From an optimization exercise on the open Yosys and OpenROAD flow, aimed at small area and a short achievable clock period; shortcuts taken in it are not production practice. Only simulation tests tie the RTL to the original design; equivalence was not proved. Power and IR drop assume default switching activity.

File: flow/run.sh
#!/bin/bash
# The standard layout (standard.sh, standard synthesis included) with two
# changes: the port buffers are buf_4 cells rather than the delay cells
# buffer_ports picks by itself, and clock tree synthesis adds no dummy loads and
# clusters up to 20 registers per leaf buffer.
set -euo pipefail
export BUFFER_PORTS_ARGS="-buffer_cell sky130_fd_sc_hd__buf_4"
export CTS_ARGS="-sink_clustering_enable -repair_clock_nets -dont_use_dummy_load -sink_clustering_size 20 -sink_clustering_max_diameter 100"
bash standard.sh > standard.log 2>&1
File: constraint.sdc
create_clock -name core_clock -period 7.5 [get_ports {clk}]
set_input_delay 1.5000 -clock core_clock [delete_from_list [all_inputs] [get_ports {clk}]]
set_output_delay 1.5000 -clock core_clock [all_outputs]
set_load 0.01 [all_outputs]
File: design.v
package cpuPkg;
	localparam int instrWidth = 18;  
	localparam int regAddrWidth = 4;  
	localparam int regCount = 16;  
	localparam int opcodeMsb = 17;
	localparam int opcodeLsb = 12;
	localparam int a1Msb = 11;  
	localparam int a1Lsb = 8;
	localparam int a2Msb = 7;  
	localparam int a2Lsb = 4;
	localparam int immMsb = 3;  
	localparam int immLsb = 0;
	typedef logic [instrWidth-1:0] instr_t;
	typedef logic [regAddrWidth-1:0] regAddr_t;
	typedef enum logic [5:0] {
		opNop = 6'h00,
		opAdd = 6'h01,
		opSub = 6'h02,
		opAnd = 6'h03,
		opOr = 6'h04,
		opXor = 6'h05,
		opSlt = 6'h06,
		opAddi = 6'h07,  
		opMult = 6'h08,  
		opMfhi = 6'h09,
		opMflo = 6'h0A
	} opcode_t;
	localparam int selCount = 9;
	localparam int selAdd = 0;
	localparam int selSub = 1;
	localparam int selAnd = 2;
	localparam int selOr = 3;
	localparam int selXor = 4;
	localparam int selSlt = 5;
	localparam int selAddi = 6;
	localparam int selHi = 7;
	localparam int selLo = 8;
endpackage
module registerFile #(
	parameter int dataWidth = 16
) (
	input logic clk,
	input logic rst,
	input cpuPkg::regAddr_t ra1,  
	input cpuPkg::regAddr_t ra2,  
	output logic [dataWidth-1:0] rd1,
	output logic [dataWidth-1:0] rd2,
	input logic we,  
	input cpuPkg::regAddr_t wa,
	input logic [dataWidth-1:0] wd
);
	logic [dataWidth-1:0] regs [cpuPkg::regCount];  
	logic [cpuPkg::regCount-1:0] valid;  
	always_ff @(posedge clk) begin
		if (rst) begin
			valid <= '0;
		end else if (we) begin
			valid[wa] <= 1'b1;
		end
	end
	always_ff @(posedge clk) begin
		if (we) begin
			regs[wa] <= wd;
		end
	end
	logic [cpuPkg::regCount-1:0] sel1, sel2;  
	always_comb begin
		for (int i = 0; i < cpuPkg::regCount; i++) begin
			sel1[i] = (ra1 == i) && valid[i];
			sel2[i] = (ra2 == i) && valid[i];
		end
	end
	always_comb begin
		rd1 = '0;
		rd2 = '0;
		for (int i = 0; i < cpuPkg::regCount; i++) begin
			rd1 = rd1 | (regs[i] & {dataWidth{sel1[i]}});
			rd2 = rd2 | (regs[i] & {dataWidth{sel2[i]}});
		end
	end
endmodule
module aluUnit #(
	parameter int dataWidth = 16
) (
	input logic [dataWidth-1:0] a,
	input logic [dataWidth-1:0] b,  
	input logic [cpuPkg::selCount-1:0] sel,  
	input logic sub,  
	output logic [dataWidth-1:0] y
);
	logic [dataWidth-1:0] sum;
	logic less;
	logic [dataWidth:0] sumC;
	assign sumC = {a, sub} + {b ^ {dataWidth{sub}}, sub};
	assign sum = sumC[dataWidth:1];
	assign less = (a[dataWidth-1] ^ b[dataWidth-1]) ? a[dataWidth-1] : sum[dataWidth-1];
	always_comb begin
		y = '0;
		if (sel[cpuPkg::selAdd] | sel[cpuPkg::selSub] | sel[cpuPkg::selAddi]) y = y | sum;
		if (sel[cpuPkg::selAnd]) y = y | (a & b);
		if (sel[cpuPkg::selOr]) y = y | (a | b);
		if (sel[cpuPkg::selXor]) y = y | (a ^ b);
		if (sel[cpuPkg::selSlt]) y = y | {{(dataWidth-1){1'b0}}, less};
	end
endmodule
module hiLoUnit #(
	parameter int dataWidth = 16
) (
	input logic clk,
	input logic rst,
	input logic we,  
	input logic [dataWidth-1:0] a,
	input logic [dataWidth-1:0] b,
	output logic [dataWidth-1:0] hi,
	output logic [dataWidth-1:0] lo,
	output logic valid  
);
	logic [2*dataWidth-1:0] x, y, z;
	logic [2*dataWidth-1:0] hlX, hlY, hlZ;
	logic [2*dataWidth-1:0] fs, fc;  
	logic hlValid;  
	logic [2*dataWidth-1:0] product;
	csMult csMult_i (.a(a), .b(b), .x(x), .y(y), .z(z));
	always_ff @(posedge clk) begin
		if (rst) hlValid <= 1'b0;
		else if (we) hlValid <= 1'b1;
	end
	always_ff @(posedge clk) begin
		if (we) begin
			hlX <= x;
			hlY <= y;
			hlZ <= z;
		end
	end
	assign fs = hlX ^ hlY ^ hlZ;
	assign fc = {(hlX[2*dataWidth-2:0] & hlY[2*dataWidth-2:0])
		| (hlX[2*dataWidth-2:0] & hlZ[2*dataWidth-2:0])
		| (hlY[2*dataWidth-2:0] & hlZ[2*dataWidth-2:0]), 1'b0};
	assign product = fs + fc;
	assign valid = hlValid;
	assign hi = product[2*dataWidth-1:dataWidth];
	assign lo = product[dataWidth-1:0];
endmodule
module csMult (
	input logic [15:0] a,
	input logic [15:0] b,
	output logic [31:0] x,
	output logic [31:0] y,
	output logic [31:0] z
);
	logic pp [16][16];
	for (genvar i = 0; i < 16; i++) begin : g_pp
		for (genvar j = 0; j < 16; j++) begin : g_ppj
			assign pp[i][j] = b[i] & a[j];
		end
	end
	logic c2, c4, c6, c8, c10, c12, c14, c16, c18, c20, c22, c24, c26, c28, c30, c32, c34, c36, c38, c40;
	logic c42, c44, c46, c48, c50, c52, c54, c56, c58, c60, c62, c64, c66, c68, c70, c72, c74, c76, c78, c80;
	logic c82, c84, c86, c88, c90, c92, c94, c96, c98, c100, c102, c104, c106, c108, c110, c112, c114, c116, c118, c120;
	logic c122, c124, c126, c128, c130, c132, c134, c136, c138, c140, c142, c144, c146, c148, c150, c152, c154, c156, c158, c160;
	logic c162, c164, c166, c168, c170, c172, c174, c176, c178, c180, c182, c184, c186, c188, c190, c192, c194, c196, c198, c200;
	logic c202, c204, c206, c208, c210, c212, c214, c216, c218, c220, c222, c224, c226, c228, c230, c232, c234, c236, c238, c240;
	logic c242, c244, c246, c248, c250, c252, c254, c256, c258, c260, c262, c264, c266, c268, c270, c272, c274, c276, c278, c280;
	logic c282, c284, c286, c288, c290, c292, c294, c296, c298, c300, c302, c304, c306, c308, c310, c312, c314, c316, c318, c320;
	logic c322, c324, c326, c328, c330, c332, c334, c336, c338, c340, c342, c344, c346, c348, c350, c352, c354, c356, c358, c360;
	logic c362, c364, c366, c368, c370, c372, c374, c376, c378, c380, s1, s3, s5, s7, s9, s11, s13, s15, s17, s19;
	logic s21, s23, s25, s27, s29, s31, s33, s35, s37, s39, s41, s43, s45, s47, s49, s51, s53, s55, s57, s59;
	logic s61, s63, s65, s67, s69, s71, s73, s75, s77, s79, s81, s83, s85, s87, s89, s91, s93, s95, s97, s99;
	logic s101, s103, s105, s107, s109, s111, s113, s115, s117, s119, s121, s123, s125, s127, s129, s131, s133, s135, s137, s139;
	logic s141, s143, s145, s147, s149, s151, s153, s155, s157, s159, s161, s163, s165, s167, s169, s171, s173, s175, s177, s179;
	logic s181, s183, s185, s187, s189, s191, s193, s195, s197, s199, s201, s203, s205, s207, s209, s211, s213, s215, s217, s219;
	logic s221, s223, s225, s227, s229, s231, s233, s235, s237, s239, s241, s243, s245, s247, s249, s251, s253, s255, s257, s259;
	logic s261, s263, s265, s267, s269, s271, s273, s275, s277, s279, s281, s283, s285, s287, s289, s291, s293, s295, s297, s299;
	logic s301, s303, s305, s307, s309, s311, s313, s315, s317, s319, s321, s323, s325, s327, s329, s331, s333, s335, s337, s339;
	logic s341, s343, s345, s347, s349, s351, s353, s355, s357, s359, s361, s363, s365, s367, s369, s371, s373, s375, s377, s379;
	assign s1 = pp[0][13] ^ pp[10][3];
	assign c2 = pp[0][13] & pp[10][3];
	assign s3 = pp[0][14] ^ pp[10][4] ^ pp[11][3];
	assign c4 = (pp[0][14] & pp[10][4]) | (pp[0][14] & pp[11][3]) | (pp[10][4] & pp[11][3]);
	assign s5 = pp[12][2] ^ pp[13][1];
	assign c6 = pp[12][2] & pp[13][1];
	assign s7 = pp[0][15] ^ pp[10][5] ^ pp[11][4];
	assign c8 = (pp[0][15] & pp[10][5]) | (pp[0][15] & pp[11][4]) | (pp[10][5] & pp[11][4]);
	assign s9 = pp[12][3] ^ pp[13][2] ^ pp[14][1];
	assign c10 = (pp[12][3] & pp[13][2]) | (pp[12][3] & pp[14][1]) | (pp[13][2] & pp[14][1]);
	assign s11 = pp[15][0] ^ pp[1][14];
	assign c12 = pp[15][0] & pp[1][14];
	assign s13 = pp[10][6] ^ pp[11][5] ^ pp[12][4];
	assign c14 = (pp[10][6] & pp[11][5]) | (pp[10][6] & pp[12][4]) | (pp[11][5] & pp[12][4]);
	assign s15 = pp[13][3] ^ pp[14][2] ^ pp[15][1];
	assign c16 = (pp[13][3] & pp[14][2]) | (pp[13][3] & pp[15][1]) | (pp[14][2] & pp[15][1]);
	assign s17 = pp[1][15] ^ pp[2][14];
	assign c18 = pp[1][15] & pp[2][14];
	assign s19 = pp[10][7] ^ pp[11][6] ^ pp[12][5];
	assign c20 = (pp[10][7] & pp[11][6]) | (pp[10][7] & pp[12][5]) | (pp[11][6] & pp[12][5]);
	assign s21 = pp[13][4] ^ pp[14][3] ^ pp[15][2];
	assign c22 = (pp[13][4] & pp[14][3]) | (pp[13][4] & pp[15][2]) | (pp[14][3] & pp[15][2]);
	assign s23 = pp[10][8] ^ pp[11][7] ^ pp[12][6];
	assign c24 = (pp[10][8] & pp[11][7]) | (pp[10][8] & pp[12][6]) | (pp[11][7] & pp[12][6]);
	assign s25 = pp[0][9] ^ pp[1][8];
	assign c26 = pp[0][9] & pp[1][8];
	assign s27 = pp[0][10] ^ pp[10][0] ^ pp[1][9];
	assign c28 = (pp[0][10] & pp[10][0]) | (pp[0][10] & pp[1][9]) | (pp[10][0] & pp[1][9]);
	assign s29 = pp[2][8] ^ pp[3][7];
	assign c30 = pp[2][8] & pp[3][7];
	assign s31 = pp[0][11] ^ pp[10][1] ^ pp[11][0];
	assign c32 = (pp[0][11] & pp[10][1]) | (pp[0][11] & pp[11][0]) | (pp[10][1] & pp[11][0]);
	assign s33 = pp[1][10] ^ pp[2][9] ^ pp[3][8];
	assign c34 = (pp[1][10] & pp[2][9]) | (pp[1][10] & pp[3][8]) | (pp[2][9] & pp[3][8]);
	assign s35 = pp[4][7] ^ pp[5][6];
	assign c36 = pp[4][7] & pp[5][6];
	assign s37 = pp[0][12] ^ pp[10][2] ^ pp[11][1];
	assign c38 = (pp[0][12] & pp[10][2]) | (pp[0][12] & pp[11][1]) | (pp[10][2] & pp[11][1]);
	assign s39 = pp[12][0] ^ pp[1][11] ^ pp[2][10];
	assign c40 = (pp[12][0] & pp[1][11]) | (pp[12][0] & pp[2][10]) | (pp[1][11] & pp[2][10]);
	assign s41 = pp[3][9] ^ pp[4][8] ^ pp[5][7];
	assign c42 = (pp[3][9] & pp[4][8]) | (pp[3][9] & pp[5][7]) | (pp[4][8] & pp[5][7]);
	assign s43 = pp[6][6] ^ pp[7][5];
	assign c44 = pp[6][6] & pp[7][5];
	assign s45 = pp[11][2] ^ pp[12][1] ^ pp[13][0];
	assign c46 = (pp[11][2] & pp[12][1]) | (pp[11][2] & pp[13][0]) | (pp[12][1] & pp[13][0]);
	assign s47 = pp[1][12] ^ pp[2][11] ^ pp[3][10];
	assign c48 = (pp[1][12] & pp[2][11]) | (pp[1][12] & pp[3][10]) | (pp[2][11] & pp[3][10]);
	assign s49 = pp[4][9] ^ pp[5][8] ^ pp[6][7];
	assign c50 = (pp[4][9] & pp[5][8]) | (pp[4][9] & pp[6][7]) | (pp[5][8] & pp[6][7]);
	assign s51 = pp[7][6] ^ pp[8][5] ^ pp[9][4];
	assign c52 = (pp[7][6] & pp[8][5]) | (pp[7][6] & pp[9][4]) | (pp[8][5] & pp[9][4]);
	assign s53 = pp[14][0] ^ pp[1][13] ^ pp[2][12];
	assign c54 = (pp[14][0] & pp[1][13]) | (pp[14][0] & pp[2][12]) | (pp[1][13] & pp[2][12]);
	assign s55 = pp[3][11] ^ pp[4][10] ^ pp[5][9];
	assign c56 = (pp[3][11] & pp[4][10]) | (pp[3][11] & pp[5][9]) | (pp[4][10] & pp[5][9]);
	assign s57 = pp[6][8] ^ pp[7][7] ^ pp[8][6];
	assign c58 = (pp[6][8] & pp[7][7]) | (pp[6][8] & pp[8][6]) | (pp[7][7] & pp[8][6]);
	assign s59 = pp[9][5] ^ c2 ^ s5;
	assign c60 = (pp[9][5] & c2) | (pp[9][5] & s5) | (c2 & s5);
	assign s61 = pp[2][13] ^ pp[3][12] ^ pp[4][11];
	assign c62 = (pp[2][13] & pp[3][12]) | (pp[2][13] & pp[4][11]) | (pp[3][12] & pp[4][11]);
	assign s63 = pp[5][10] ^ pp[6][9] ^ pp[7][8];
	assign c64 = (pp[5][10] & pp[6][9]) | (pp[5][10] & pp[7][8]) | (pp[6][9] & pp[7][8]);
	assign s65 = pp[8][7] ^ pp[9][6] ^ c6;
	assign c66 = (pp[8][7] & pp[9][6]) | (pp[8][7] & c6) | (pp[9][6] & c6);
	assign s67 = s11 ^ c4 ^ s7;
	assign c68 = (s11 & c4) | (s11 & s7) | (c4 & s7);
	assign s69 = pp[3][13] ^ pp[4][12] ^ pp[5][11];
	assign c70 = (pp[3][13] & pp[4][12]) | (pp[3][13] & pp[5][11]) | (pp[4][12] & pp[5][11]);
	assign s71 = pp[6][10] ^ pp[7][9] ^ pp[8][8];
	assign c72 = (pp[6][10] & pp[7][9]) | (pp[6][10] & pp[8][8]) | (pp[7][9] & pp[8][8]);
	assign s73 = pp[9][7] ^ c12 ^ s17;
	assign c74 = (pp[9][7] & c12) | (pp[9][7] & s17) | (c12 & s17);
	assign s75 = c10 ^ c8 ^ s13;
	assign c76 = (c10 & c8) | (c10 & s13) | (c8 & s13);
	assign s77 = pp[2][15] ^ pp[3][14] ^ pp[4][13];
	assign c78 = (pp[2][15] & pp[3][14]) | (pp[2][15] & pp[4][13]) | (pp[3][14] & pp[4][13]);
	assign s79 = pp[5][12] ^ pp[6][11] ^ pp[7][10];
	assign c80 = (pp[5][12] & pp[6][11]) | (pp[5][12] & pp[7][10]) | (pp[6][11] & pp[7][10]);
	assign s81 = pp[8][9] ^ pp[9][8] ^ c18;
	assign c82 = (pp[8][9] & pp[9][8]) | (pp[8][9] & c18) | (pp[9][8] & c18);
	assign s83 = c14 ^ c16 ^ s19;
	assign c84 = (c14 & c16) | (c14 & s19) | (c16 & s19);
	assign s85 = pp[13][5] ^ pp[14][4] ^ pp[15][3];
	assign c86 = (pp[13][5] & pp[14][4]) | (pp[13][5] & pp[15][3]) | (pp[14][4] & pp[15][3]);
	assign s87 = pp[3][15] ^ pp[4][14] ^ pp[5][13];
	assign c88 = (pp[3][15] & pp[4][14]) | (pp[3][15] & pp[5][13]) | (pp[4][14] & pp[5][13]);
	assign s89 = pp[6][12] ^ pp[7][11] ^ pp[8][10];
	assign c90 = (pp[6][12] & pp[7][11]) | (pp[6][12] & pp[8][10]) | (pp[7][11] & pp[8][10]);
	assign s91 = pp[9][9] ^ c20 ^ c22;
	assign c92 = (pp[9][9] & c20) | (pp[9][9] & c22) | (c20 & c22);
	assign s93 = pp[10][9] ^ pp[11][8] ^ pp[12][7];
	assign c94 = (pp[10][9] & pp[11][8]) | (pp[10][9] & pp[12][7]) | (pp[11][8] & pp[12][7]);
	assign s95 = pp[13][6] ^ pp[14][5] ^ pp[15][4];
	assign c96 = (pp[13][6] & pp[14][5]) | (pp[13][6] & pp[15][4]) | (pp[14][5] & pp[15][4]);
	assign s97 = pp[4][15] ^ pp[5][14] ^ pp[6][13];
	assign c98 = (pp[4][15] & pp[5][14]) | (pp[4][15] & pp[6][13]) | (pp[5][14] & pp[6][13]);
	assign s99 = pp[7][12] ^ pp[8][11] ^ pp[9][10];
	assign c100 = (pp[7][12] & pp[8][11]) | (pp[7][12] & pp[9][10]) | (pp[8][11] & pp[9][10]);
	assign s101 = pp[10][10] ^ pp[11][9] ^ pp[12][8];
	assign c102 = (pp[10][10] & pp[11][9]) | (pp[10][10] & pp[12][8]) | (pp[11][9] & pp[12][8]);
	assign s103 = pp[13][7] ^ pp[14][6] ^ pp[15][5];
	assign c104 = (pp[13][7] & pp[14][6]) | (pp[13][7] & pp[15][5]) | (pp[14][6] & pp[15][5]);
	assign s105 = pp[5][15] ^ pp[6][14] ^ pp[7][13];
	assign c106 = (pp[5][15] & pp[6][14]) | (pp[5][15] & pp[7][13]) | (pp[6][14] & pp[7][13]);
	assign s107 = pp[10][11] ^ pp[11][10] ^ pp[12][9];
	assign c108 = (pp[10][11] & pp[11][10]) | (pp[10][11] & pp[12][9]) | (pp[11][10] & pp[12][9]);
	assign s109 = pp[13][8] ^ pp[14][7] ^ pp[15][6];
	assign c110 = (pp[13][8] & pp[14][7]) | (pp[13][8] & pp[15][6]) | (pp[14][7] & pp[15][6]);
	assign s111 = pp[10][12] ^ pp[11][11] ^ pp[12][10];
	assign c112 = (pp[10][12] & pp[11][11]) | (pp[10][12] & pp[12][10]) | (pp[11][11] & pp[12][10]);
	assign s113 = pp[0][6] ^ pp[1][5];
	assign c114 = pp[0][6] & pp[1][5];
	assign s115 = pp[0][7] ^ pp[1][6] ^ pp[2][5];
	assign c116 = (pp[0][7] & pp[1][6]) | (pp[0][7] & pp[2][5]) | (pp[1][6] & pp[2][5]);
	assign s117 = pp[3][4] ^ pp[4][3];
	assign c118 = pp[3][4] & pp[4][3];
	assign s119 = pp[0][8] ^ pp[1][7] ^ pp[2][6];
	assign c120 = (pp[0][8] & pp[1][7]) | (pp[0][8] & pp[2][6]) | (pp[1][7] & pp[2][6]);
	assign s121 = pp[3][5] ^ pp[4][4] ^ pp[5][3];
	assign c122 = (pp[3][5] & pp[4][4]) | (pp[3][5] & pp[5][3]) | (pp[4][4] & pp[5][3]);
	assign s123 = pp[6][2] ^ pp[7][1];
	assign c124 = pp[6][2] & pp[7][1];
	assign s125 = pp[2][7] ^ pp[3][6] ^ pp[4][5];
	assign c126 = (pp[2][7] & pp[3][6]) | (pp[2][7] & pp[4][5]) | (pp[3][6] & pp[4][5]);
	assign s127 = pp[5][4] ^ pp[6][3] ^ pp[7][2];
	assign c128 = (pp[5][4] & pp[6][3]) | (pp[5][4] & pp[7][2]) | (pp[6][3] & pp[7][2]);
	assign s129 = pp[8][1] ^ pp[9][0] ^ s25;
	assign c130 = (pp[8][1] & pp[9][0]) | (pp[8][1] & s25) | (pp[9][0] & s25);
	assign s131 = pp[4][6] ^ pp[5][5] ^ pp[6][4];
	assign c132 = (pp[4][6] & pp[5][5]) | (pp[4][6] & pp[6][4]) | (pp[5][5] & pp[6][4]);
	assign s133 = pp[7][3] ^ pp[8][2] ^ pp[9][1];
	assign c134 = (pp[7][3] & pp[8][2]) | (pp[7][3] & pp[9][1]) | (pp[8][2] & pp[9][1]);
	assign s135 = c26 ^ s29 ^ s27;
	assign c136 = (c26 & s29) | (c26 & s27) | (s29 & s27);
	assign s137 = pp[6][5] ^ pp[7][4] ^ pp[8][3];
	assign c138 = (pp[6][5] & pp[7][4]) | (pp[6][5] & pp[8][3]) | (pp[7][4] & pp[8][3]);
	assign s139 = pp[9][2] ^ c30 ^ s35;
	assign c140 = (pp[9][2] & c30) | (pp[9][2] & s35) | (c30 & s35);
	assign s141 = c28 ^ s31 ^ s33;
	assign c142 = (c28 & s31) | (c28 & s33) | (s31 & s33);
	assign s143 = pp[8][4] ^ pp[9][3] ^ c36;
	assign c144 = (pp[8][4] & pp[9][3]) | (pp[8][4] & c36) | (pp[9][3] & c36);
	assign s145 = s43 ^ c32 ^ c34;
	assign c146 = (s43 & c32) | (s43 & c34) | (c32 & c34);
	assign s147 = s37 ^ s39 ^ s41;
	assign c148 = (s37 & s39) | (s37 & s41) | (s39 & s41);
	assign s149 = c44 ^ s1 ^ c38;
	assign c150 = (c44 & s1) | (c44 & c38) | (s1 & c38);
	assign s151 = c40 ^ c42 ^ s45;
	assign c152 = (c40 & c42) | (c40 & s45) | (c42 & s45);
	assign s153 = s47 ^ s49 ^ s51;
	assign c154 = (s47 & s49) | (s47 & s51) | (s49 & s51);
	assign s155 = c46 ^ c48 ^ c50;
	assign c156 = (c46 & c48) | (c46 & c50) | (c48 & c50);
	assign s157 = c52 ^ s3 ^ s53;
	assign c158 = (c52 & s3) | (c52 & s53) | (s3 & s53);
	assign s159 = s55 ^ s57 ^ s59;
	assign c160 = (s55 & s57) | (s55 & s59) | (s57 & s59);
	assign s161 = c54 ^ c56 ^ c58;
	assign c162 = (c54 & c56) | (c54 & c58) | (c56 & c58);
	assign s163 = s61 ^ s63 ^ s9;
	assign c164 = (s61 & s63) | (s61 & s9) | (s63 & s9);
	assign s165 = c60 ^ s65 ^ s67;
	assign c166 = (c60 & s65) | (c60 & s67) | (s65 & s67);
	assign s167 = c62 ^ c64 ^ s15;
	assign c168 = (c62 & c64) | (c62 & s15) | (c64 & s15);
	assign s169 = s69 ^ s71 ^ c66;
	assign c170 = (s69 & s71) | (s69 & c66) | (s71 & c66);
	assign s171 = s73 ^ c68 ^ s75;
	assign c172 = (s73 & c68) | (s73 & s75) | (c68 & s75);
	assign s173 = c70 ^ c72 ^ s21;
	assign c174 = (c70 & c72) | (c70 & s21) | (c72 & s21);
	assign s175 = s77 ^ s79 ^ c74;
	assign c176 = (s77 & s79) | (s77 & c74) | (s79 & c74);
	assign s177 = s81 ^ c76 ^ s83;
	assign c178 = (s81 & c76) | (s81 & s83) | (c76 & s83);
	assign s179 = c78 ^ c80 ^ s23;
	assign c180 = (c78 & c80) | (c78 & s23) | (c80 & s23);
	assign s181 = s85 ^ s87 ^ s89;
	assign c182 = (s85 & s87) | (s85 & s89) | (s87 & s89);
	assign s183 = c82 ^ c84 ^ s91;
	assign c184 = (c82 & c84) | (c82 & s91) | (c84 & s91);
	assign s185 = c24 ^ c86 ^ c88;
	assign c186 = (c24 & c86) | (c24 & c88) | (c86 & c88);
	assign s187 = c90 ^ s93 ^ s95;
	assign c188 = (c90 & s93) | (c90 & s95) | (s93 & s95);
	assign s189 = s97 ^ s99 ^ c92;
	assign c190 = (s97 & s99) | (s97 & c92) | (s99 & c92);
	assign s191 = pp[8][12] ^ pp[9][11] ^ c100;
	assign c192 = (pp[8][12] & pp[9][11]) | (pp[8][12] & c100) | (pp[9][11] & c100);
	assign s193 = c94 ^ c96 ^ c98;
	assign c194 = (c94 & c96) | (c94 & c98) | (c96 & c98);
	assign s195 = s101 ^ s103 ^ s105;
	assign c196 = (s101 & s103) | (s101 & s105) | (s103 & s105);
	assign s197 = pp[6][15] ^ pp[7][14] ^ pp[8][13];
	assign c198 = (pp[6][15] & pp[7][14]) | (pp[6][15] & pp[8][13]) | (pp[7][14] & pp[8][13]);
	assign s199 = pp[9][12] ^ c102 ^ c104;
	assign c200 = (pp[9][12] & c102) | (pp[9][12] & c104) | (c102 & c104);
	assign s201 = c106 ^ s107 ^ s109;
	assign c202 = (c106 & s107) | (c106 & s109) | (s107 & s109);
	assign s203 = pp[13][9] ^ pp[14][8] ^ pp[15][7];
	assign c204 = (pp[13][9] & pp[14][8]) | (pp[13][9] & pp[15][7]) | (pp[14][8] & pp[15][7]);
	assign s205 = pp[7][15] ^ pp[8][14] ^ pp[9][13];
	assign c206 = (pp[7][15] & pp[8][14]) | (pp[7][15] & pp[9][13]) | (pp[8][14] & pp[9][13]);
	assign s207 = c108 ^ c110 ^ s111;
	assign c208 = (c108 & c110) | (c108 & s111) | (c110 & s111);
	assign s209 = pp[10][13] ^ pp[11][12] ^ pp[12][11];
	assign c210 = (pp[10][13] & pp[11][12]) | (pp[10][13] & pp[12][11]) | (pp[11][12] & pp[12][11]);
	assign s211 = pp[13][10] ^ pp[14][9] ^ pp[15][8];
	assign c212 = (pp[13][10] & pp[14][9]) | (pp[13][10] & pp[15][8]) | (pp[14][9] & pp[15][8]);
	assign s213 = pp[8][15] ^ pp[9][14] ^ c112;
	assign c214 = (pp[8][15] & pp[9][14]) | (pp[8][15] & c112) | (pp[9][14] & c112);
	assign s215 = pp[10][14] ^ pp[11][13] ^ pp[12][12];
	assign c216 = (pp[10][14] & pp[11][13]) | (pp[10][14] & pp[12][12]) | (pp[11][13] & pp[12][12]);
	assign s217 = pp[13][11] ^ pp[14][10] ^ pp[15][9];
	assign c218 = (pp[13][11] & pp[14][10]) | (pp[13][11] & pp[15][9]) | (pp[14][10] & pp[15][9]);
	assign s219 = pp[10][15] ^ pp[11][14] ^ pp[12][13];
	assign c220 = (pp[10][15] & pp[11][14]) | (pp[10][15] & pp[12][13]) | (pp[11][14] & pp[12][13]);
	assign s221 = pp[0][4] ^ pp[1][3];
	assign c222 = pp[0][4] & pp[1][3];
	assign s223 = pp[0][5] ^ pp[1][4] ^ pp[2][3];
	assign c224 = (pp[0][5] & pp[1][4]) | (pp[0][5] & pp[2][3]) | (pp[1][4] & pp[2][3]);
	assign s225 = pp[3][2] ^ pp[4][1];
	assign c226 = pp[3][2] & pp[4][1];
	assign s227 = pp[2][4] ^ pp[3][3] ^ pp[4][2];
	assign c228 = (pp[2][4] & pp[3][3]) | (pp[2][4] & pp[4][2]) | (pp[3][3] & pp[4][2]);
	assign s229 = pp[5][1] ^ pp[6][0] ^ s113;
	assign c230 = (pp[5][1] & pp[6][0]) | (pp[5][1] & s113) | (pp[6][0] & s113);
	assign s231 = pp[5][2] ^ pp[6][1] ^ pp[7][0];
	assign c232 = (pp[5][2] & pp[6][1]) | (pp[5][2] & pp[7][0]) | (pp[6][1] & pp[7][0]);
	assign s233 = c114 ^ s117 ^ s115;
	assign c234 = (c114 & s117) | (c114 & s115) | (s117 & s115);
	assign s235 = pp[8][0] ^ c118 ^ s123;
	assign c236 = (pp[8][0] & c118) | (pp[8][0] & s123) | (c118 & s123);
	assign s237 = c116 ^ s119 ^ s121;
	assign c238 = (c116 & s119) | (c116 & s121) | (s119 & s121);
	assign s239 = c124 ^ c120 ^ c122;
	assign c240 = (c124 & c120) | (c124 & c122) | (c120 & c122);
	assign s241 = s125 ^ s127 ^ s129;
	assign c242 = (s125 & s127) | (s125 & s129) | (s127 & s129);
	assign s243 = c126 ^ c128 ^ s131;
	assign c244 = (c126 & c128) | (c126 & s131) | (c128 & s131);
	assign s245 = s133 ^ c130 ^ s135;
	assign c246 = (s133 & c130) | (s133 & s135) | (c130 & s135);
	assign s247 = c132 ^ c134 ^ s137;
	assign c248 = (c132 & c134) | (c132 & s137) | (c134 & s137);
	assign s249 = s139 ^ c136 ^ s141;
	assign c250 = (s139 & c136) | (s139 & s141) | (c136 & s141);
	assign s251 = c138 ^ c140 ^ s143;
	assign c252 = (c138 & c140) | (c138 & s143) | (c140 & s143);
	assign s253 = c142 ^ s145 ^ s147;
	assign c254 = (c142 & s145) | (c142 & s147) | (s145 & s147);
	assign s255 = c144 ^ c146 ^ c148;
	assign c256 = (c144 & c146) | (c144 & c148) | (c146 & c148);
	assign s257 = s149 ^ s151 ^ s153;
	assign c258 = (s149 & s151) | (s149 & s153) | (s151 & s153);
	assign s259 = c150 ^ c152 ^ c154;
	assign c260 = (c150 & c152) | (c150 & c154) | (c152 & c154);
	assign s261 = s155 ^ s157 ^ s159;
	assign c262 = (s155 & s157) | (s155 & s159) | (s157 & s159);
	assign s263 = c156 ^ c158 ^ s161;
	assign c264 = (c156 & c158) | (c156 & s161) | (c158 & s161);
	assign s265 = s163 ^ c160 ^ s165;
	assign c266 = (s163 & c160) | (s163 & s165) | (c160 & s165);
	assign s267 = c162 ^ c164 ^ s167;
	assign c268 = (c162 & c164) | (c162 & s167) | (c164 & s167);
	assign s269 = s169 ^ c166 ^ s171;
	assign c270 = (s169 & c166) | (s169 & s171) | (c166 & s171);
	assign s271 = c168 ^ s173 ^ c170;
	assign c272 = (c168 & s173) | (c168 & c170) | (s173 & c170);
	assign s273 = s175 ^ c172 ^ s177;
	assign c274 = (s175 & c172) | (s175 & s177) | (c172 & s177);
	assign s275 = c174 ^ s179 ^ s181;
	assign c276 = (c174 & s179) | (c174 & s181) | (s179 & s181);
	assign s277 = c176 ^ c178 ^ s183;
	assign c278 = (c176 & c178) | (c176 & s183) | (c178 & s183);
	assign s279 = c180 ^ c182 ^ s185;
	assign c280 = (c180 & c182) | (c180 & s185) | (c182 & s185);
	assign s281 = s187 ^ c184 ^ s189;
	assign c282 = (s187 & c184) | (s187 & s189) | (c184 & s189);
	assign s283 = c186 ^ c188 ^ s191;
	assign c284 = (c186 & c188) | (c186 & s191) | (c188 & s191);
	assign s285 = s193 ^ s195 ^ c190;
	assign c286 = (s193 & s195) | (s193 & c190) | (s195 & c190);
	assign s287 = s197 ^ c192 ^ c194;
	assign c288 = (s197 & c192) | (s197 & c194) | (c192 & c194);
	assign s289 = c196 ^ s199 ^ s201;
	assign c290 = (c196 & s199) | (c196 & s201) | (s199 & s201);
	assign s291 = c198 ^ s203 ^ s205;
	assign c292 = (c198 & s203) | (c198 & s205) | (s203 & s205);
	assign s293 = c200 ^ c202 ^ s207;
	assign c294 = (c200 & c202) | (c200 & s207) | (c202 & s207);
	assign s295 = c204 ^ c206 ^ s209;
	assign c296 = (c204 & c206) | (c204 & s209) | (c206 & s209);
	assign s297 = s211 ^ c208 ^ s213;
	assign c298 = (s211 & c208) | (s211 & s213) | (c208 & s213);
	assign s299 = pp[9][15] ^ c210 ^ c212;
	assign c300 = (pp[9][15] & c210) | (pp[9][15] & c212) | (c210 & c212);
	assign s301 = s215 ^ s217 ^ c214;
	assign c302 = (s215 & s217) | (s215 & c214) | (s217 & c214);
	assign s303 = pp[13][12] ^ pp[14][11] ^ pp[15][10];
	assign c304 = (pp[13][12] & pp[14][11]) | (pp[13][12] & pp[15][10]) | (pp[14][11] & pp[15][10]);
	assign s305 = c216 ^ c218 ^ s219;
	assign c306 = (c216 & c218) | (c216 & s219) | (c218 & s219);
	assign s307 = pp[11][15] ^ pp[12][14] ^ pp[13][13];
	assign c308 = (pp[11][15] & pp[12][14]) | (pp[11][15] & pp[13][13]) | (pp[12][14] & pp[13][13]);
	assign s309 = pp[14][12] ^ pp[15][11] ^ c220;
	assign c310 = (pp[14][12] & pp[15][11]) | (pp[14][12] & c220) | (pp[15][11] & c220);
	assign s311 = pp[12][15] ^ pp[13][14] ^ pp[14][13];
	assign c312 = (pp[12][15] & pp[13][14]) | (pp[12][15] & pp[14][13]) | (pp[13][14] & pp[14][13]);
	assign s313 = pp[0][3] ^ pp[1][2];
	assign c314 = pp[0][3] & pp[1][2];
	assign s315 = pp[2][2] ^ pp[3][1] ^ pp[4][0];
	assign c316 = (pp[2][2] & pp[3][1]) | (pp[2][2] & pp[4][0]) | (pp[3][1] & pp[4][0]);
	assign s317 = pp[5][0] ^ c222 ^ s225;
	assign c318 = (pp[5][0] & c222) | (pp[5][0] & s225) | (c222 & s225);
	assign s319 = c226 ^ c224 ^ s227;
	assign c320 = (c226 & c224) | (c226 & s227) | (c224 & s227);
	assign s321 = c228 ^ s231 ^ c230;
	assign c322 = (c228 & s231) | (c228 & c230) | (s231 & c230);
	assign s323 = c232 ^ s235 ^ c234;
	assign c324 = (c232 & s235) | (c232 & c234) | (s235 & c234);
	assign s325 = c236 ^ c238 ^ s239;
	assign c326 = (c236 & c238) | (c236 & s239) | (c238 & s239);
	assign s327 = c240 ^ s243 ^ c242;
	assign c328 = (c240 & s243) | (c240 & c242) | (s243 & c242);
	assign s329 = c244 ^ s247 ^ c246;
	assign c330 = (c244 & s247) | (c244 & c246) | (s247 & c246);
	assign s331 = c248 ^ s251 ^ c250;
	assign c332 = (c248 & s251) | (c248 & c250) | (s251 & c250);
	assign s333 = c252 ^ c254 ^ s255;
	assign c334 = (c252 & c254) | (c252 & s255) | (c254 & s255);
	assign s335 = c256 ^ c258 ^ s259;
	assign c336 = (c256 & c258) | (c256 & s259) | (c258 & s259);
	assign s337 = c260 ^ s263 ^ c262;
	assign c338 = (c260 & s263) | (c260 & c262) | (s263 & c262);
	assign s339 = c264 ^ s267 ^ c266;
	assign c340 = (c264 & s267) | (c264 & c266) | (s267 & c266);
	assign s341 = c268 ^ s271 ^ c270;
	assign c342 = (c268 & s271) | (c268 & c270) | (s271 & c270);
	assign s343 = s275 ^ c272 ^ c274;
	assign c344 = (s275 & c272) | (s275 & c274) | (c272 & c274);
	assign s345 = c276 ^ s279 ^ c278;
	assign c346 = (c276 & s279) | (c276 & c278) | (s279 & c278);
	assign s347 = c280 ^ s283 ^ c282;
	assign c348 = (c280 & s283) | (c280 & c282) | (s283 & c282);
	assign s349 = c284 ^ s287 ^ s289;
	assign c350 = (c284 & s287) | (c284 & s289) | (s287 & s289);
	assign s351 = s291 ^ c288 ^ c290;
	assign c352 = (s291 & c288) | (s291 & c290) | (c288 & c290);
	assign s353 = c292 ^ s295 ^ c294;
	assign c354 = (c292 & s295) | (c292 & c294) | (s295 & c294);
	assign s355 = c296 ^ s299 ^ c298;
	assign c356 = (c296 & s299) | (c296 & c298) | (s299 & c298);
	assign s357 = s303 ^ c300 ^ s305;
	assign c358 = (s303 & c300) | (s303 & s305) | (c300 & s305);
	assign s359 = c304 ^ s307 ^ c306;
	assign c360 = (c304 & s307) | (c304 & c306) | (s307 & c306);
	assign s361 = pp[15][12] ^ c308 ^ s311;
	assign c362 = (pp[15][12] & c308) | (pp[15][12] & s311) | (c308 & s311);
	assign s363 = pp[13][15] ^ pp[14][14] ^ pp[15][13];
	assign c364 = (pp[13][15] & pp[14][14]) | (pp[13][15] & pp[15][13]) | (pp[14][14] & pp[15][13]);
	assign s365 = s293 ^ c350 ^ s351;
	assign c366 = (s293 & c350) | (s293 & s351) | (c350 & s351);
	assign s367 = s297 ^ c352 ^ s353;
	assign c368 = (s297 & c352) | (s297 & s353) | (c352 & s353);
	assign s369 = s301 ^ c354 ^ s355;
	assign c370 = (s301 & c354) | (s301 & s355) | (c354 & s355);
	assign s371 = c302 ^ s357 ^ c356;
	assign c372 = (c302 & s357) | (c302 & c356) | (s357 & c356);
	assign s373 = s309 ^ c358 ^ s359;
	assign c374 = (s309 & c358) | (s309 & s359) | (c358 & s359);
	assign s375 = c310 ^ s361 ^ c360;
	assign c376 = (c310 & s361) | (c310 & c360) | (s361 & c360);
	assign s377 = c312 ^ s363 ^ c362;
	assign c378 = (c312 & s363) | (c312 & c362) | (s363 & c362);
	assign s379 = pp[14][15] ^ pp[15][14] ^ c364;
	assign c380 = (pp[14][15] & pp[15][14]) | (pp[14][15] & c364) | (pp[15][14] & c364);
	assign x = {1'b0, pp[15][15], s379, s377, c374, s373, c370, c368, c366, s365, c286, s285, s281, s277, s273, s269, c336, s261, s257, s253, s249, c326, s241, s237, c320, c318, c316, c314, pp[2][1], pp[0][2], pp[0][1], pp[0][0]};
	assign y = {1'b0, c380, c378, c376, s375, c372, s371, s369, s367, 1'b0, s349, c346, c344, c342, c340, c338, s265, c334, c332, c330, c328, s245, c324, c322, s233, s229, s223, s221, pp[3][0], pp[1][1], pp[1][0], 1'b0};
	assign z = {1'b0, 1'b0, 1'b0, 1'b0, 1'b0, 1'b0, 1'b0, 1'b0, 1'b0, 1'b0, c348, s347, s345, s343, s341, s339, s337, s335, s333, s331, s329, s327, s325, s323, s321, s319, s317, s315, s313, pp[2][0], 1'b0, 1'b0};
endmodule
module decodeStage #(
	parameter int dataWidth = 16
) (
	input logic clk,
	input logic rst,
	input logic instrValid,  
	input cpuPkg::instr_t instr,
	input logic wbValid,  
	input cpuPkg::regAddr_t wbAddr,
	input logic [dataWidth-1:0] wbData,
	input logic [dataWidth-1:0] exResult,  
	output logic [dataWidth-1:0] exRd1,
	output logic [dataWidth-1:0] exRd2,  
	output cpuPkg::regAddr_t exWriteAddr,
	output logic exWriteEn,
	output logic exMult,  
	output logic [cpuPkg::selCount-1:0] exSel,  
	output logic exSub  
);
	logic [5:0] opcode;
	cpuPkg::regAddr_t a1F, a2F, immF;  
	logic [dataWidth-1:0] rd1, rd2;
	logic [cpuPkg::selCount-1:0] sel;
	logic dstIsA2;
	logic fwdEx1, fwdEx2, fwdWb1, fwdWb2, fwdRf1, fwdRf2;
	assign opcode = instr[cpuPkg::opcodeMsb:cpuPkg::opcodeLsb];
	assign a1F = instr[cpuPkg::a1Msb:cpuPkg::a1Lsb];
	assign a2F = instr[cpuPkg::a2Msb:cpuPkg::a2Lsb];
	assign immF = instr[cpuPkg::immMsb:cpuPkg::immLsb];
	registerFile #(.dataWidth(dataWidth)) registerFile_i (
		.clk(clk), .rst(rst),
		.ra1(a1F), .ra2(a2F), .rd1(rd1), .rd2(rd2),
		.we(wbValid), .wa(wbAddr), .wd(wbData)
	);
	always_comb begin
		sel = '0;
		case (opcode)
			cpuPkg::opAdd: sel[cpuPkg::selAdd] = 1'b1;
			cpuPkg::opSub: sel[cpuPkg::selSub] = 1'b1;
			cpuPkg::opAnd: sel[cpuPkg::selAnd] = 1'b1;
			cpuPkg::opOr: sel[cpuPkg::selOr] = 1'b1;
			cpuPkg::opXor: sel[cpuPkg::selXor] = 1'b1;
			cpuPkg::opSlt: sel[cpuPkg::selSlt] = 1'b1;
			cpuPkg::opAddi: sel[cpuPkg::selAddi] = 1'b1;
			cpuPkg::opMfhi: sel[cpuPkg::selHi] = 1'b1;
			cpuPkg::opMflo: sel[cpuPkg::selLo] = 1'b1;
			default: ;  
		endcase
	end
	assign dstIsA2 = (opcode == cpuPkg::opAddi);  
	assign fwdEx1 = exWriteEn && (exWriteAddr == a1F);
	assign fwdEx2 = exWriteEn && (exWriteAddr == a2F);
	assign fwdWb1 = !fwdEx1 && wbValid && (wbAddr == a1F);
	assign fwdWb2 = !fwdEx2 && wbValid && (wbAddr == a2F);
	assign fwdRf1 = !fwdEx1 && !fwdWb1;
	assign fwdRf2 = !fwdEx2 && !fwdWb2;
	always_ff @(posedge clk) begin
		if (rst) begin
			exWriteEn <= 1'b0;
			exMult <= 1'b0;
		end else begin
			exWriteEn <= instrValid & (|sel);  
			exMult <= instrValid & (opcode == cpuPkg::opMult);
		end
	end
	always_ff @(posedge clk) begin
		exRd1 <= (exResult & {dataWidth{fwdEx1}})
			| (wbData & {dataWidth{fwdWb1}})
			| (rd1 & {dataWidth{fwdRf1}});
		if (sel[cpuPkg::selAddi]) begin
			exRd2 <= {{(dataWidth-cpuPkg::regAddrWidth){1'b0}}, immF};
		end else begin
			exRd2 <= (exResult & {dataWidth{fwdEx2}})
				| (wbData & {dataWidth{fwdWb2}})
				| (rd2 & {dataWidth{fwdRf2}});
		end
		exWriteAddr <= dstIsA2 ? a2F : immF;
		exSel <= sel;
		exSub <= sel[cpuPkg::selSub] | sel[cpuPkg::selSlt];
	end
endmodule
module executeStage #(
	parameter int dataWidth = 16
) (
	input logic clk,
	input logic rst,
	input logic [dataWidth-1:0] exRd1,  
	input logic [dataWidth-1:0] exRd2,
	input cpuPkg::regAddr_t exWriteAddr,
	input logic exWriteEn,
	input logic exMult,
	input logic [cpuPkg::selCount-1:0] exSel,
	input logic exSub,
	output logic wbValid,  
	output cpuPkg::regAddr_t wbAddr,
	output logic [dataWidth-1:0] wbData,
	output logic [dataWidth-1:0] exResult  
);
	logic [dataWidth-1:0] srcA, srcB;
	logic [dataWidth-1:0] aluY;
	logic [dataWidth-1:0] hi, lo;
	logic hiLoValid;  
	logic [dataWidth-1:0] result;
	assign srcA = exRd1;
	assign srcB = exRd2;
	aluUnit #(.dataWidth(dataWidth)) aluUnit_i (
		.a(srcA),
		.b(srcB),
		.sel(exSel),
		.sub(exSub),
		.y(aluY)
	);
	hiLoUnit #(.dataWidth(dataWidth)) hiLoUnit_i (
		.clk(clk),
		.rst(rst),
		.we(exMult),
		.a(srcA),
		.b(srcB),
		.hi(hi),
		.lo(lo),
		.valid(hiLoValid)
	);
	assign result = aluY
		| (hi & {dataWidth{exSel[cpuPkg::selHi] & hiLoValid}})
		| (lo & {dataWidth{exSel[cpuPkg::selLo] & hiLoValid}});
	assign exResult = result;
	always_ff @(posedge clk) begin
		if (rst) begin
			wbValid <= 1'b0;
		end else begin
			wbValid <= exWriteEn;  
		end
	end
	always_ff @(posedge clk) begin
		wbAddr <= exWriteAddr;
		wbData <= result;
	end
endmodule
module cpuPipeline #(
	parameter int dataWidth = 16
) (
	input logic clk,
	input logic rst,
	input logic instrValid,
	input cpuPkg::instr_t instr,
	output logic wbValid,
	output cpuPkg::regAddr_t wbAddr,
	output logic [dataWidth-1:0] wbData
);
	logic [dataWidth-1:0] exRd1, exRd2;
	logic [dataWidth-1:0] exResult;
	cpuPkg::regAddr_t exWriteAddr;
	logic exWriteEn;
	logic exMult;
	logic [cpuPkg::selCount-1:0] exSel;
	logic exSub;
	decodeStage #(.dataWidth(dataWidth)) decodeStage_i (
		.clk(clk), .rst(rst), .instrValid(instrValid), .instr(instr),
		.wbValid(wbValid), .wbAddr(wbAddr), .wbData(wbData),
		.exRd1(exRd1), .exRd2(exRd2), .exResult(exResult),
		.exWriteAddr(exWriteAddr), .exWriteEn(exWriteEn),
		.exMult(exMult), .exSel(exSel), .exSub(exSub)
	);
	executeStage #(.dataWidth(dataWidth)) executeStage_i (
		.clk(clk), .rst(rst),
		.exRd1(exRd1), .exRd2(exRd2),
		.exWriteAddr(exWriteAddr), .exWriteEn(exWriteEn),
		.exMult(exMult), .exSel(exSel), .exSub(exSub),
		.wbValid(wbValid), .wbAddr(wbAddr), .wbData(wbData),
		.exResult(exResult)
	);
endmodule
File: standard.sh
#!/bin/bash
# synth_recipe.tcl (not shown) runs the flow's synth.tcl, then flattens the netlist and writes it again
# the make line also repeats each setting of config.mk as NAME=value (left out here)
make -C /OpenROAD-flow-scripts/flow DESIGN_CONFIG=/design/flow/config.mk WORK_HOME=/design/flow/orfs CLKGATE_MAP_FILE= SYNTH_SCRIPT=/design/flow/synth_recipe.tcl "${@:-finish}"
File: config.mk
export PLATFORM = sky130hd
export DESIGN_NAME = cpuPipeline
export DESIGN_NICKNAME = cpuPipeline
export VERILOG_FILES = /design/flow/design.v
export SDC_FILE = /design/flow/constraint.sdc
export NUM_CORES = 4
export LEC_CHECK = 0
export CAP_MARGIN = 20
export CORE_MARGIN = 2
export CORE_UTILIZATION = 40
export SETUP_SLACK_MARGIN = 3.8
export SLEW_MARGIN = 20
==> results of run 1 <==
## sequential cells by signal, indices dropped and copies added (netlist names), 4 cells and up
name and cells:
executeStage_i.hiLoUnit_i.hlX 31, executeStage_i.wbData 16, executeStage_i.wbAddr 4, decodeStage_i.exWriteAddr 4
decodeStage_i.registerFile_i.valid 16, decodeStage_i.exSel 9, decodeStage_i.exRd1 16, executeStage_i.hiLoUnit_i.hlY 29
decodeStage_i.registerFile_i.regs 256, decodeStage_i.exRd2 16, executeStage_i.hiLoUnit_i.hlZ 20
## timing repair
| item | in CTS | in global routing |
|---|---|---|
| pin swaps | 1 | 6 |
| setup buffers | 39 | 9 |
| gates cloned | 0 | 0 |
| resized for setup | 42 | 36 |
| endpoints found under the setup margin | 40 | 43 |
## per-stage QoR
step / total power (W) / cell area (um^2) / utilization [%] / cells / hold WS, ps
final: 0.003985 / 29010 / 44.92 / 3256 / 385.0
after CTS: 0.004008 / 28850 / 44.67 / 3247 / 380.5
after floorplan: 0.002615 / 26220 / - / 2355 / 362.5
after detailed placement: 0.002661 / 27750 / 42.97 / 3182 / 373.0
after global placement: 0.002660 / 27750 / 42.96 / 3182 / 381.2
after global routing: 0.004092 / 29010 / 44.92 / 3256 / 391.1
## layout by cell type, fill, tap and decap left out, drive strengths merged, types with 18 or more instances in the layout
cell type  count
a221oi        66
a22oi        146
buf          147
xnor2         24
inv          230
nand3         32
and3          36
o21ai         53
nor2         271
xor2          38
a22o          60
a21oi         75
fa           197
ha           106
nor3          18
mux2i         34
nand4         24
dfxtp         86
clkbuf        26
nand2        167
edfxtp       336
clkinvlp      21
## path summary, 6_finish.rpt
path / start / to / cells past startpoint
setup / recovery: decodeStage_i.exRd2[1] / executeStage_i.hiLoUnit_i.hlZ[17] / 9
hold / removal: decodeStage_i.exWriteAddr[2] / executeStage_i.wbAddr[2] / 0
setup reg to reg: decodeStage_i.exRd2[1] / executeStage_i.hiLoUnit_i.hlZ[17] / 9
hold reg to reg: decodeStage_i.exWriteAddr[2] / executeStage_i.wbAddr[2] / 0
## layout make-up
class	count	area, um^2
timing repair buffer	147	1107
multi-input combinational	1553	13290
inverter	253	1031
clock buffer	26	650.6
fill	5980	35570
sequential	422	11860
tap	855	1070
## kinds of logic (layout without fill, tap and decap cells)
kind of cell | after synthesis | in the layout | synth area share (%)
simple gates | 637 | 637 | 11.31
flops | 422 | 422 | 45.04
compound gates | 514 | 514 | 14.53
xor+xnor | 62 | 62 | 2.071
mux | 37 | 37 | 1.427
fa+ha+maj | 303 | 303 | 20.10
buf+inv | 380 | 426 | 5.520
## power by group through the flow
stage               Combinational, W  Clock [W]  Sequential, W
floorplan                  0.0000581          0        0.00256
global placement           0.0000967          0        0.00256
detailed placement         0.0000977          0        0.00256
CTS                         0.000100    0.00140        0.00251
global route                0.000109    0.00147        0.00251
finish                      0.000102    0.00137        0.00251
## metal layers
metal / up-vias / part of all wire [%] / GRT usage (%)
met5: - / 0 / 0
met4: 0 / 5.8 / 12.84
met3: 335 / 10 / 4.678
met2: 1269 / 47 / 44.09
met1: 9988 / 38 / 34.44
li1: 8491 / - / -
==> metrics.md, run 1 <==
| Metric | Value |
|---|---|
| Status | `finished clean` |
| Kind of critical path | `reg2reg` |
| Critical path's top delay family | `adder cells` |
| TritonCTS clock tree | `built` |
| HP Class | `reg2reg` |
| GPL Wtd Cong | `0.9649` |
| CP Max Fanout | `14` |
| RSZ-0062 raised after global routing | `yes` |
| Drt total wl | `90500 um` |
| Critical Path RT | `7810 ps` |
| Seq pwr share | `63.0%` |
| Period minus WS final | `3662 ps` |
| Internal reg-to-reg setup slack | `3840 ps` |
| F_max | `273.1 MHz` |
| Post-synth EDFFs | `336` |
| Layout cells sized above 1 | `12.70%` |
| Synth Warn # | `7` |
| Final setup fails | `0` |
| Fin crit share | `48.83%` |
| CP arrival | `3970 ps` |
| Slowest stage cell on the critical path | `dfxtp_1` |
| Mapped Avg Cell Area | `11.14 um^2` |
| Die width | `260.0 um` |
| Area contributors post-synth | `edfxtp_1 38%, fa_1 15%, dfxtp_1 6.6%` |
| First-pass GRT wire length | `134400 um` |
| Gr usage total | `26.85%` |
| Largest net degree at the start of global routing | `58` |
| Critical Path Start Type | `flip-flop` |
| DRC | `0` |
| Synth top area share | `38.48%` |
| Clk buf depth | `3` |
| Post-synth top cells | `336 x edfxtp_1, 271 x nor2_1, 244 x inv_1, 197 x fa_1, 167 x nand2_1` |
| Crit-path most repeated cell | `fa_1` |
| DR vias/cell | `6.168` |
| Critical-path cell list | `inv_1, nor2_1, ha_1, inv_1, fa_1, fa_1, inv_1, fa_1, fa_1` |
| Switching part of the total | `21.13%` |
| FP Rows | `93` |
| Initial antenna violation count | `0` |
| Clock Latency Late Sink | `610 ps` |
| Psw | `0.0008418 W` |
| Worst setup EP type | `flip-flop` |
| Clk network pwr share | `34.5%` |
| Core footprint | `64580 um^2` |
| Static Leak | `10.47 nW` |
| Via count | `20.08k` |
| CTS H-tree depth | `1` |
| Max_cap viols | `0` |
| #FFs+latches synth | `422` |
| Synth cell types | `85` |
| Critical Path Max Stage Delay | `570 ps` |
| Antenna diodes | `0` |
| Area grow syn2layout | `10.63%` |
| I/O pins | `42` |
| P per Cell Area | `137.3 nW/um^2` |
| Layout net count | `2727` |
| Congestion Overflow GR | `0` |
| Setup WS post-layout | `3838 ps` |
| Remaining antenna violation count after routing | `0` |
| Setup Slack @ Placement | `3219 ps` |
| Syn Std Cell Area | `26220 um^2` |
| TritonCTS Buffers | `26` |
| Final Max Slew Viols | `0` |
| Syn_nets | `2679` |
| Die footprint | `67620 um^2` |
| PortBufs | `41` |
| Detailed router's first-iteration violation count | `2407` |
| Vias in the first global route | `20.69k` |
| Clk root buf | `clkbuf_16` |
| Starting density of the core | `40.61%` |
| Hold-fix buffers at CTS | `0` |
| Clock transition at path regs | `90 ps` |
| Combinational power share | `2.6%` |
| Count leader, synth | `edfxtp_1` |
| Pin slew with the least headroom to its limit | `1237 ps` |
| Async SR Flop Fraction | `0%` |
| Synthesized instance count | `2355` |
| Bufs and invs on worst path | `3` |
| Drt pass-1 iters | `6` |
| Clk_skew | `54.56 ps` |
| HPWL Detailed | `61380 um` |
| Register area share after synthesis | `45.04%` |
| Wire per inst | `27.79 um` |
| Largest area contributor in the netlist | `edfxtp_1` |
| P_int | `0.003143 W` |
| Max rail drop VDD | `0.2001 mV` |
| Die height | `260.0 um` |
| Fin Setup TNS | `0 ps` |
| Final hold violation count | `0` |
| Clk sinks | `422` |
| Main flop type after synthesis | `edfxtp_1` |
| Relative slew slack | `17.55%` |
==> inputs of run 2 (changes only) <==
--- a/design.v
+++ b/design.v
@@ -91,9 +91,9 @@
 	logic [dataWidth-1:0] sum;
 	logic less;
 	logic [dataWidth:0] sumC;
-	assign sumC = {a, sub} + {b ^ {dataWidth{sub}}, sub};
+	assign sumC = {a, sub} + {b, sub};
 	assign sum = sumC[dataWidth:1];
-	assign less = (a[dataWidth-1] ^ b[dataWidth-1]) ? a[dataWidth-1] : sum[dataWidth-1];
+	assign less = (a[dataWidth-1] ^ ~b[dataWidth-1]) ? a[dataWidth-1] : sum[dataWidth-1];
 	always_comb begin
 		y = '0;
 		if (sel[cpuPkg::selAdd] | sel[cpuPkg::selSub] | sel[cpuPkg::selAddi]) y = y | sum;
@@ -629,9 +629,10 @@
 		if (sel[cpuPkg::selAddi]) begin
 			exRd2 <= {{(dataWidth-cpuPkg::regAddrWidth){1'b0}}, immF};
 		end else begin
-			exRd2 <= (exResult & {dataWidth{fwdEx2}})
+			exRd2 <= ((exResult & {dataWidth{fwdEx2}})
 				| (wbData & {dataWidth{fwdWb2}})
-				| (rd2 & {dataWidth{fwdRf2}});
+				| (rd2 & {dataWidth{fwdRf2}}))
+				^ {dataWidth{sel[cpuPkg::selSub] | sel[cpuPkg::selSlt]}};
 		end
 		exWriteAddr <= dstIsA2 ? a2F : immF;
 		exSel <= sel;
==> run 2 against run 1 <==
Effect of this change: first-iteration DRC count is 11% higher; critical endpoint is now decodeStage_i.exRd2[8]; hold slack better by 17 ps; maximum frequency is 0.89% lower; critical path type unchanged; critical path depth is 3 higher; clock skew is 31 ps higher; largest power group unchanged.
==> metrics.md, run 2 <==
| Metric | Value |
|---|---|
| Status | `finished clean` |
| Area grow syn2layout | `10.21%` |
| I/O pins | `42 (unchanged)` |
| CP Max Fanout | `3 (-11)` |
| Seq pwr share | `62.9% (about the same)` |
| Starting density of the core | `40.45% (-0.16 points)` |
| Clk sinks | `422 (unchanged)` |
| GPL Wtd Cong | `1.003 (+4.0%)` |
| Critical Path Start Type | `flip-flop` |
| Largest regs | `decodeStage_i.registerFile_i.regs: 256 flops, executeStage_i.hiLoUnit_i.hlX: 31 flops, executeStage_i.hiLoUnit_i.hlY: 29 flops` |
| Clk_skew | `85.82 ps (+31.26 ps)` |
| Slowest stage cell on the critical path | `fa_1` |
| Area of the multi-input gates | `12980 um^2 (-2.3%)` |
| Placed Instances | `3152 (-0.94%)` |
| CP arrival | `4180 ps (+210 ps)` |
| Die width | `259.1 um (-0.37%)` |
| Fin util | `44.58% (-0.34 points)` |
| Kind of critical path | `reg2reg` |
| Drt pass-1 iters | `6 (unchanged)` |
| Syn_nets | `2656 (-0.86%)` |
| Met2 Wirelength | `43180 um (+2.1%)` |
| TritonCTS clock tree | `built` |
| Async SR Flop Fraction | `0% (unchanged)` |
| Critical-path cell list | `fa_1, ha_2, fa_2, a211oi_4, o21ai_4, o211ai_4, nand2_4, a221oi_2, xnor2_1, a221o_2, a21oi_2, mux2i_2` |
| Worst setup EP type | `flip-flop` |
| Synthesized instance count | `2348 (-0.30%)` |
| Final hold violation count | `0 (unchanged)` |
| Remaining antenna violation count after routing | `0 (unchanged)` |
| Fin crit share | `49.26% (+0.44 points)` |
| Register area share after synthesis | `45.38% (+0.34 points)` |
| Psw | `0.0008497 W (+0.95%)` |
| #FFs+latches synth | `422 (unchanged)` |
| Main flop type after synthesis | `edfxtp_1` |
| Register Area | `11850 um^2 (-0.11%)` |
| TritonCTS Buffers | `26 (unchanged)` |
| Max rail drop VDD | `0.1800 mV (-10%)` |
| Most common cell after layout, fill and taps aside | `edfxtp_1` |
| Met3 wire len | `7863 um (-13%)` |
| PortBufs | `41 (unchanged)` |
| Hold-critical path depth | `0 (unchanged)` |
| Setup crit start | `executeStage_i.hiLoUnit_i.hlX[2]` |
| Switching part of the total | `21.22% (+0.097 points)` |
| Synth top area share | `38.77% (+0.29 points)` |
| P per Cell Area | `139.6 nW/um^2 (+1.6%)` |
| Hold-fix buffers at CTS | `0 (unchanged)` |
| Final Max Slew Viols | `0 (unchanged)` |
| Die height | `259.1 um (-0.37%)` |
| DRC | `0 (unchanged)` |
| R2R Path Start | `executeStage_i.hiLoUnit_i.hlX[2]` |
| Relative slew slack | `25.18% (+7.6 points)` |
| Clk network pwr share | `34.2% (-0.3 points)` |
| Number of flip-flops under the largest register name | `256 (unchanged)` |
| Post-layout instance area | `28690 um^2 (-1.1%)` |
| Clk buf depth | `3 (unchanged)` |
| CTS H-tree depth | `1 (unchanged)` |
| Max_cap viols | `0 (unchanged)` |
| Core footprint | `64350 um^2 (-0.36%)` |
| FP Rows | `93 (unchanged)` |
| Top reg by flops | `decodeStage_i.registerFile_i.regs` |
| Clock Latency Late Sink | `620 ps (about the same)` |
| Synth Warn # | `7 (unchanged)` |
| Layout net count | `2691 (-1.3%)` |
| Drt total wl | `90980 um (+0.53%)` |
| Clock transition at path regs | `100 ps (about the same)` |
| Synth cell types | `88 (+3.5%)` |
| Pin slew with the least headroom to its limit | `1122 ps (-114.6 ps)` |
| Hold_sp | `decodeStage_i.exWriteAddr[3]` |
| RSZ-0062 raised after global routing | `yes` |
| Final std cells w/o fill | `3236 (-0.61%)` |
| CP Depth | `12 (+3)` |
| Antenna diodes | `0 (unchanged)` |
| Via count | `19.93k (-0.78%)` |
| Area contributors post-synth | `edfxtp_1 39%, fa_1 15%, dfxtp_1 6.6%` |
| Post-synth EDFFs | `336 (unchanged)` |
| Count leader, synth | `edfxtp_1` |
| Congestion Overflow GR | `0 (unchanged)` |
| Gr usage total | `26.97% (+0.12 points)` |
| Largest net degree at the start of global routing | `56 (-3.4%)` |
| P_int | `0.003154 W (+0.36%)` |
| F_max | `270.7 MHz (-0.89%)` |
| Final setup fails | `0 (unchanged)` |
| M1 wire length | `34500 um (+1.5%)` |
| Static Leak | `10.39 nW (-0.83%)` |
| Bufs and invs on worst path | `0 (-3)` |
| Critical path's top delay family | `compound AO/OA/AOI/OAI gates` |
| Combinational power share | `2.9% (+0.3 points)` |
| Fin Setup TNS | `0 ps (unchanged)` |
| Top routing layer in use | `met4` |
| Post-DP Area | `27240 um^2 (-1.8%)` |
| HP Class | `reg2reg` |
| Vias in the first global route | `20.14k (-2.6%)` |
| HPWL Detailed | `63420 um (+3.3%)` |
| Post-synth top cells | `336 x edfxtp_1, 279 x nor2_1, 228 x inv_1, 199 x fa_1, 173 x nand2_1` |
| Initial antenna violation count | `0 (unchanged)` |
| Layout cells sized above 1 | `13.48% (+0.78 points)` |
| Post-route total power | `0.004004 W (+0.49%)` |
| Period minus WS final | `3695 ps (+32.89 ps)` |
| Wire per inst | `28.11 um (+1.2%)` |
| Detailed router's first-iteration violation count | `2678 (+11%)` |
| Critical Path Max Stage Delay | `490 ps (-80 ps)` |
| Mapped Avg Cell Area | `11.08 um^2 (-0.45%)` |
| DR vias/cell | `6.158 (-0.16%)` |
| # fillers | `5949 (-0.52%)` |
| Largest area contributor in the netlist | `edfxtp_1` |
| First-pass GRT wire length | `133700 um (-0.48%)` |
| Critical Path RT | `7990 ps (+180 ps)` |
| Reg2reg path depth | `12 (+3)` |
| Clk root buf | `clkbuf_16` |
| Die footprint | `67130 um^2 (-0.74%)` |
| Syn Std Cell Area | `26030 um^2 (-0.75%)` |
| Most frequent cells in the layout | `336 x edfxtp_1, 265 x nor2_1, 208 x inv_1` |
-- run 2: changes by cell type in the layout (fill, tap and decap cells not counted), moves of 9 or more --
cell,previous run,this run
o21ai_1,2,18
a22o_1,60,77
nor3_1,15,29
a21oi_1,75,84
nor2b_1,7,16
inv_1,223,208
a222oi_1,1,19
a22oi_1,146,68
a221oi_1,61,77
and3_2,0,11
ha_1,103,81
xor2_1,37,23
-- run 2: final cells by class --
| type | instances | share of cell area [%] |
|---|---|---|
| clock buffer | 26 | 2.268 |
| inverter | 238 | 3.385 |
| multi-input combinational | 1546 | 45.25 |
| sequential | 422 | 41.31 |
| tap | 855 | 3.729 |
| timing repair buffer | 149 | 4.057 |
-- run 2: kinds of logic (layout without fill, tap and decap cells) --
kind of cell	count (synthesis)	count (layout)	synth area share (%)
xor+xnor	48	48	1.615
mux	35	35	1.380
fa+ha+maj	287	287	19.54
buf+inv	380	413	5.754
simple gates	664	664	11.60
flops	422	422	45.38
compound gates	512	512	14.73
-- run 2: path summary, 6_finish.rpt --
check | endpoint | slack, ps
min | executeStage_i.wbAddr[3] | 400
min reg2reg | executeStage_i.wbAddr[3] | 400
max | decodeStage_i.exRd2[8] | 3810
max reg2reg | decodeStage_i.exRd2[8] | 3810
-- run 2: routing by layer --
metal / vias to the layer above / track usage [%]
met4: 0 / 13.55
met5: - / 0
met3: 337 / 3.974
met2: 1231 / 45.28
li1: 8440 / -
met1: 9919 / 33.99
-- run 2: per-stage QoR --
step / hold slack [ps] / setup slack (ps)
5_1_grt: 411.9 / 3698
3_3_place_gp: 387.8 / 3306
6_report: 402.3 / 3805
3_5_place_dp: 386.7 / 3169
4_1_cts: 401.0 / 3675
2_1_floorplan: 373.2 / 4081
-- run 2: power groups by stage --
stage                     clock network, W   logic, W  registers (W)
after floorplan                          0  0.0000644        0.00256
after global placement                   0   0.000104        0.00257
after detailed placement                 0   0.000106        0.00257
after CTS                          0.00140   0.000112        0.00252
after global routing               0.00147   0.000127        0.00252
final                              0.00137   0.000117        0.00252
-- run 2: worst reg2reg max path: stages, from the launching register on --
cell and delay (ps):
edfxtp_1 400, fa_1 490, ha_2 210, fa_2 390, a211oi_4 290, o21ai_4 130, o211ai_4 270, nand2_4 110
a221oi_2 270, xnor2_1 160, a221o_2 440, a21oi_2 170, mux2i_2 290
-- run 2: repair_timing --
item                       4_1_cts  5_1_grt
resized for setup               41       57
setup endpoints to repair       25       35
setup buffers                   42       15
pin swaps                        4        6

-- separate check: timing with driven ports --
In the flow no input, the clock included, has a driving cell. The finished layouts below were timed again as built, in two steps.
Step 1 sets driving cells, clkbuf_16 on the clock port and buf_2 on the other inputs (assumed; they add their load-dependent delay and slew).
Step 2, shift: input delay + t, output delay - t, t = (earliest + latest rising clock arrival at the registers) / 2. This alone moves slack from input paths to output paths.
Slacks: ideal / step 1 / step 2; pairs: ideal / step 1.
run	t (ns)	slack for setup (ns)	worst hold slack (ns)	worst setup path at the end	slew at the worst register clock pin (ns)
run 1	0.647	3.838 / 3.838 / 3.268	0.385 / 0.385 / 0.385	input to register	0.09 / 0.09
run 2	0.637	3.805 / 3.805 / 3.260	0.402 / 0.402 / 0.402	input to register	0.10 / 0.10
After both steps setup and hold are still met in every run listed. For run 1, which loses most, drivers alone change the setup slack by 0.000 ns; drivers and shift together by -0.570 ns.
